This is an optimization exercise on Yosys and OpenROAD, whose aim is small area, not a production implementation. At most, simulation tests tie the RTL to the original design; equivalence was not proved. Power figures rest on the tool's default switching activity, not on a simulated workload.

Design decode_stage, start of the top module:
module decode_stage
(
  input  logic      clk_i,
  input  logic      reset_i,
  input  rv64_isa_pkg::xlen_t     pc_i,
  input  rv64_isa_pkg::inst_t     inst_i,
  input  logic      predict_taken_i,
  input  rv64_isa_pkg::xlen_t     rs1_data_i,
  input  rv64_isa_pkg::xlen_t     rs2_data_i,
  input  rv64_isa_pkg::xlen_t     ex_data_i,
  input  rv64_isa_pkg::xlen_t     mem_data_i,
  input  rv64_isa_pkg::xlen_t     wb_data_i,
  input  rv64_isa_pkg::xlen_t     load_data_i,
  input  exec_ctrl_pkg::fwd_sel_t  rs1_fwd_sel_i,
  input  exec_ctrl_pkg::fwd_sel_t  rs2_fwd_sel_i,
  input  logic      rs1_load_fwd_i,
  input  logic      rs2_load_fwd_i,
  output rv64_isa_pkg::reg_addr_t rs1_addr_o,
  output rv64_isa_pkg::reg_addr_t rs2_addr_o,
  output logic      rs1_r_en_o,
  output logic      rs2_r_en_o,
  output logic      redirect_o,
  output rv64_isa_pkg::xlen_t     redirect_pc_o,
  output exec_ctrl_pkg::alu_op_t   ex_alu_op_o,
  output exec_ctrl_pkg::alu_sel_t  ex_alu_sel_o,
  output rv64_isa_pkg::xlen_t     ex_rs1_data_o,
  output rv64_isa_pkg::xlen_t     ex_rs2_data_o,
  output rv64_isa_pkg::xlen_t     ex_pc_o,
  output rv64_isa_pkg::reg_addr_t ex_wb_addr_o,
  output logic      ex_wb_en_o,
  output logic      ex_mem_r_en_o,
  output logic      ex_mem_w_en_o,
  output exec_ctrl_pkg::mem_mask_t ex_mem_mask_o,
  output logic      ex_mem_signed_o,
  output rv64_isa_pkg::xlen_t     ex_store_data_o
);
Size: roughly 1600 cells after synthesis, about 850 I/O pins.
Settings: LEC_CHECK=0, CAP_MARGIN=20, CORE_AREA=5 5 215 215, DIE_AREA=0 0 220 220, SLEW_MARGIN=20, SYNTH_HIERARCHICAL=1, SYNTH_MINIMUM_KEEP_SIZE=0; clock period 12.0 ns.
standard.sh (not shown) runs the stock make flow with config.mk's settings and CLKGATE_MAP_FILE= SYNTH_SCRIPT=/design/flow/synth_recipe.tcl, a recipe that flattens the netlist after the stock synthesis.
==> flow/flow/run.sh <==
#!/bin/bash
# Standard layout (the standard.sh, standard synthesis unchanged) with:
#  - port buffers made from the smallest buffer cell,
#  - a clock tree of smaller clock buffers without dummy loads,
#  - gates off the critical paths downsized after global placement, before
#    the standard repair_design of the resize step.
set -e -o pipefail
export BUFFER_PORTS_ARGS="-buffer_cell sky130_fd_sc_hd__buf_1"
export CTS_ARGS="-sink_clustering_enable -repair_clock_nets -dont_use_dummy_load -sink_clustering_size 10 -sink_clustering_max_diameter 50 -buf_list {sky130_fd_sc_hd__clkbuf_2 sky130_fd_sc_hd__clkbuf_4}"
export GPL_KEEP_OVERFLOW=0
export PLACE_PINS_ARGS="-min_distance 1 -min_distance_in_tracks"
export PRE_RESIZE_TCL=$PWD/flow/pre_resize.tcl
bash standard.sh > standard.log 2>&1
==> flow/flow/pre_resize.tcl <==
# Downsize gates with timing slack (same footprint only); repair_design in
# the resize step then fixes any slew or capacitance this leaves.
estimate_parasitics -placement
set_dont_use $::env(DONT_USE_CELLS)
report_design_area
repair_timing -recover_power 100 -match_cell_footprint -verbose
report_design_area
report_wns
The first run finished with timing, DRC and antenna clean.
Edit:
==> flow/flow/run.sh (replaced) <==
#!/bin/bash
# Standard layout (the standard.sh, standard synthesis unchanged) with:
#  - port buffers made from the smallest buffer cell,
#  - a clock tree of smaller clock buffers without dummy loads,
#  - gates off the critical paths downsized after global placement, before
#    the standard repair_design of the resize step.
set -e -o pipefail
export BUFFER_PORTS_ARGS="-buffer_cell sky130_fd_sc_hd__buf_1"
export CTS_ARGS="-sink_clustering_enable -repair_clock_nets -dont_use_dummy_load -buf_list {sky130_fd_sc_hd__clkbuf_4 sky130_fd_sc_hd__clkbuf_8}"
export GPL_KEEP_OVERFLOW=0
export PRE_RESIZE_TCL=$PWD/flow/pre_resize.tcl
bash standard.sh > standard.log 2>&1
- CORE_AREA: 5 5 215 215 -> 5 5 295 295
- DIE_AREA: 0 0 220 220 -> 0 0 300 300
=>
- The changed run produced a clean layout
- total power grows by about 18%
- count of clock-buffer cells in the layout grows by 13
- design area grows by about 5%
- via count shrinks by 0.70%
- sequential power grows by about 2%
- sequential cell count is unchanged
- worst setup slack gets worse by 0.21 ns
- final cell count grows by 16%
- hold slack gets better by 0.059 ns
- maximum frequency shrinks by about 1.9%
No run of this note included a check of the RTL's function; only the layout flow was run.


Another version of the RTL of decode_stage (not shown whole).
For scale: about 1700 cells after synthesis, ~850 I/O pins, roughly 0.014 mm^2 of cells after synthesis.
==> flow/config.mk <==
export PLATFORM = sky130hd
export DESIGN_NAME = decode_stage
export DESIGN_NICKNAME = decode_stage
export VERILOG_FILES = /design/flow/design.v
export SDC_FILE = /design/flow/constraint.sdc
export NUM_CORES = 4
export LEC_CHECK = 0
export CAP_MARGIN = 5
export CORE_AREA = 5 5 295 295
export DIE_AREA = 0 0 300 300
export SLEW_MARGIN = 5
export SYNTH_HIERARCHICAL = 1
export SYNTH_MINIMUM_KEEP_SIZE = 0
==> flow/constraint.sdc <==
create_clock -name core_clock -period 12.0 [get_ports {clk_i}]
set_input_delay 2.4000 -clock core_clock [delete_from_list [all_inputs] [get_ports {clk_i}]]
set_output_delay 2.4000 -clock core_clock [all_outputs]
set_load 0.01 [all_outputs]
==> flow/flow/run.sh <==
#!/bin/bash
# Standard layout (the standard.sh, standard synthesis unchanged) with:
#  - port buffers made from the smallest buffer cell,
#  - a clock tree of smaller clock buffers without dummy loads,
#  - gates off the critical paths downsized after the resize step's
#    repair_design, followed by another repair_design.
set -e -o pipefail
export BUFFER_PORTS_ARGS="-buffer_cell sky130_fd_sc_hd__buf_1"
export CTS_ARGS="-sink_clustering_enable -repair_clock_nets -dont_use_dummy_load -sink_clustering_size 10 -sink_clustering_max_diameter 45 -buf_list {sky130_fd_sc_hd__clkbuf_4}"
export GPL_KEEP_OVERFLOW=0
export POST_RESIZE_TCL=$PWD/flow/post_resize.tcl
bash standard.sh > standard.log 2>&1
==> flow/flow/post_resize.tcl <==
# After the resize step's repair_design: downsize gates with timing slack
# (same footprint only), then repair any slew or capacitance this leaves.
estimate_parasitics -placement
report_design_area
report_wns
repair_timing -recover_power 100 -match_cell_footprint -verbose
report_design_area
repair_design -cap_margin $::env(CAP_MARGIN) -slew_margin $::env(SLEW_MARGIN) -match_cell_footprint -verbose
report_design_area
report_wns
The baseline ran to the end with no violations.
Next try:
==> flow/flow/run.sh (replaced) <==
#!/bin/bash
# Standard layout (the standard.sh, standard synthesis unchanged) with:
#  - port buffers made from the smallest buffer cell,
#  - a clock tree of smaller clock buffers without dummy loads,
#  - gates off the critical paths downsized after global placement, before
#    the standard repair_design of the resize step.
set -e -o pipefail
export BUFFER_PORTS_ARGS="-buffer_cell sky130_fd_sc_hd__buf_1"
export CTS_ARGS="-sink_clustering_enable -repair_clock_nets -dont_use_dummy_load -sink_clustering_size 8 -sink_clustering_max_diameter 40 -buf_list {sky130_fd_sc_hd__clkbuf_2 sky130_fd_sc_hd__clkbuf_4}"
export GPL_KEEP_OVERFLOW=0
export PLACE_PINS_ARGS="-min_distance 1 -min_distance_in_tracks"
export PRE_RESIZE_TCL=$PWD/flow/pre_resize.tcl
bash standard.sh > standard.log 2>&1
==> flow/flow/pre_resize.tcl (new file) <==
# Downsize gates with timing slack (same footprint only); repair_design in
# the resize step then fixes any slew or capacitance this leaves.
estimate_parasitics -placement
set_dont_use $::env(DONT_USE_CELLS)
report_design_area
repair_timing -recover_power 100 -match_cell_footprint -verbose
report_design_area
report_wns
Settings changed: CAP_MARGIN 5 to 20, CORE_AREA 5 5 295 295 to 5 5 215 215, DIE_AREA 0 0 300 300 to 0 0 220 220, SLEW_MARGIN 5 to 20.
removed: flow/flow/post_resize.tcl
Routed wire length is lower by 15%.
Global-route usage is higher by 12 points.
Cell count is lower by 13%.

re-timing with driven ports:
No port has a modelled driver above. Below, the same layouts with a new extraction and two added sets of constraints.
Step 1 assumes that a clkbuf_16 drives the clock port and a buf_2 every other input.
Step 2 adds t to the input delays and takes it off the output delays; t is the mean of the earliest and latest rising clock arrival at the registers after step 1. Input paths then give back, and output paths get back, about the clock's delay inside the block.
a / b / c = no drivers / after step 1 / after step 2; a / b = the first two.
| run | t, ns | slack for setup (ns) | worst setup path after step 2 |
|---|---|---|---|
| the first run of note 1 | 0.706 | 1.201 / 1.180 / 1.180 | input to output |
| the second run of note 1 | 0.659 | 0.995 / 0.971 / 0.971 | input to output |
| the first run of note 2 | 0.841 | 0.947 / 0.921 / 0.921 | input to output |
| the second run of note 2 | 0.796 | 1.432 / 1.411 / 1.411 | input to output |
After both steps setup and hold are still met in every run listed. The setup slack of the first run of note 2, which loses most, moves by -0.026 ns with the drivers and by -0.026 ns with both steps.
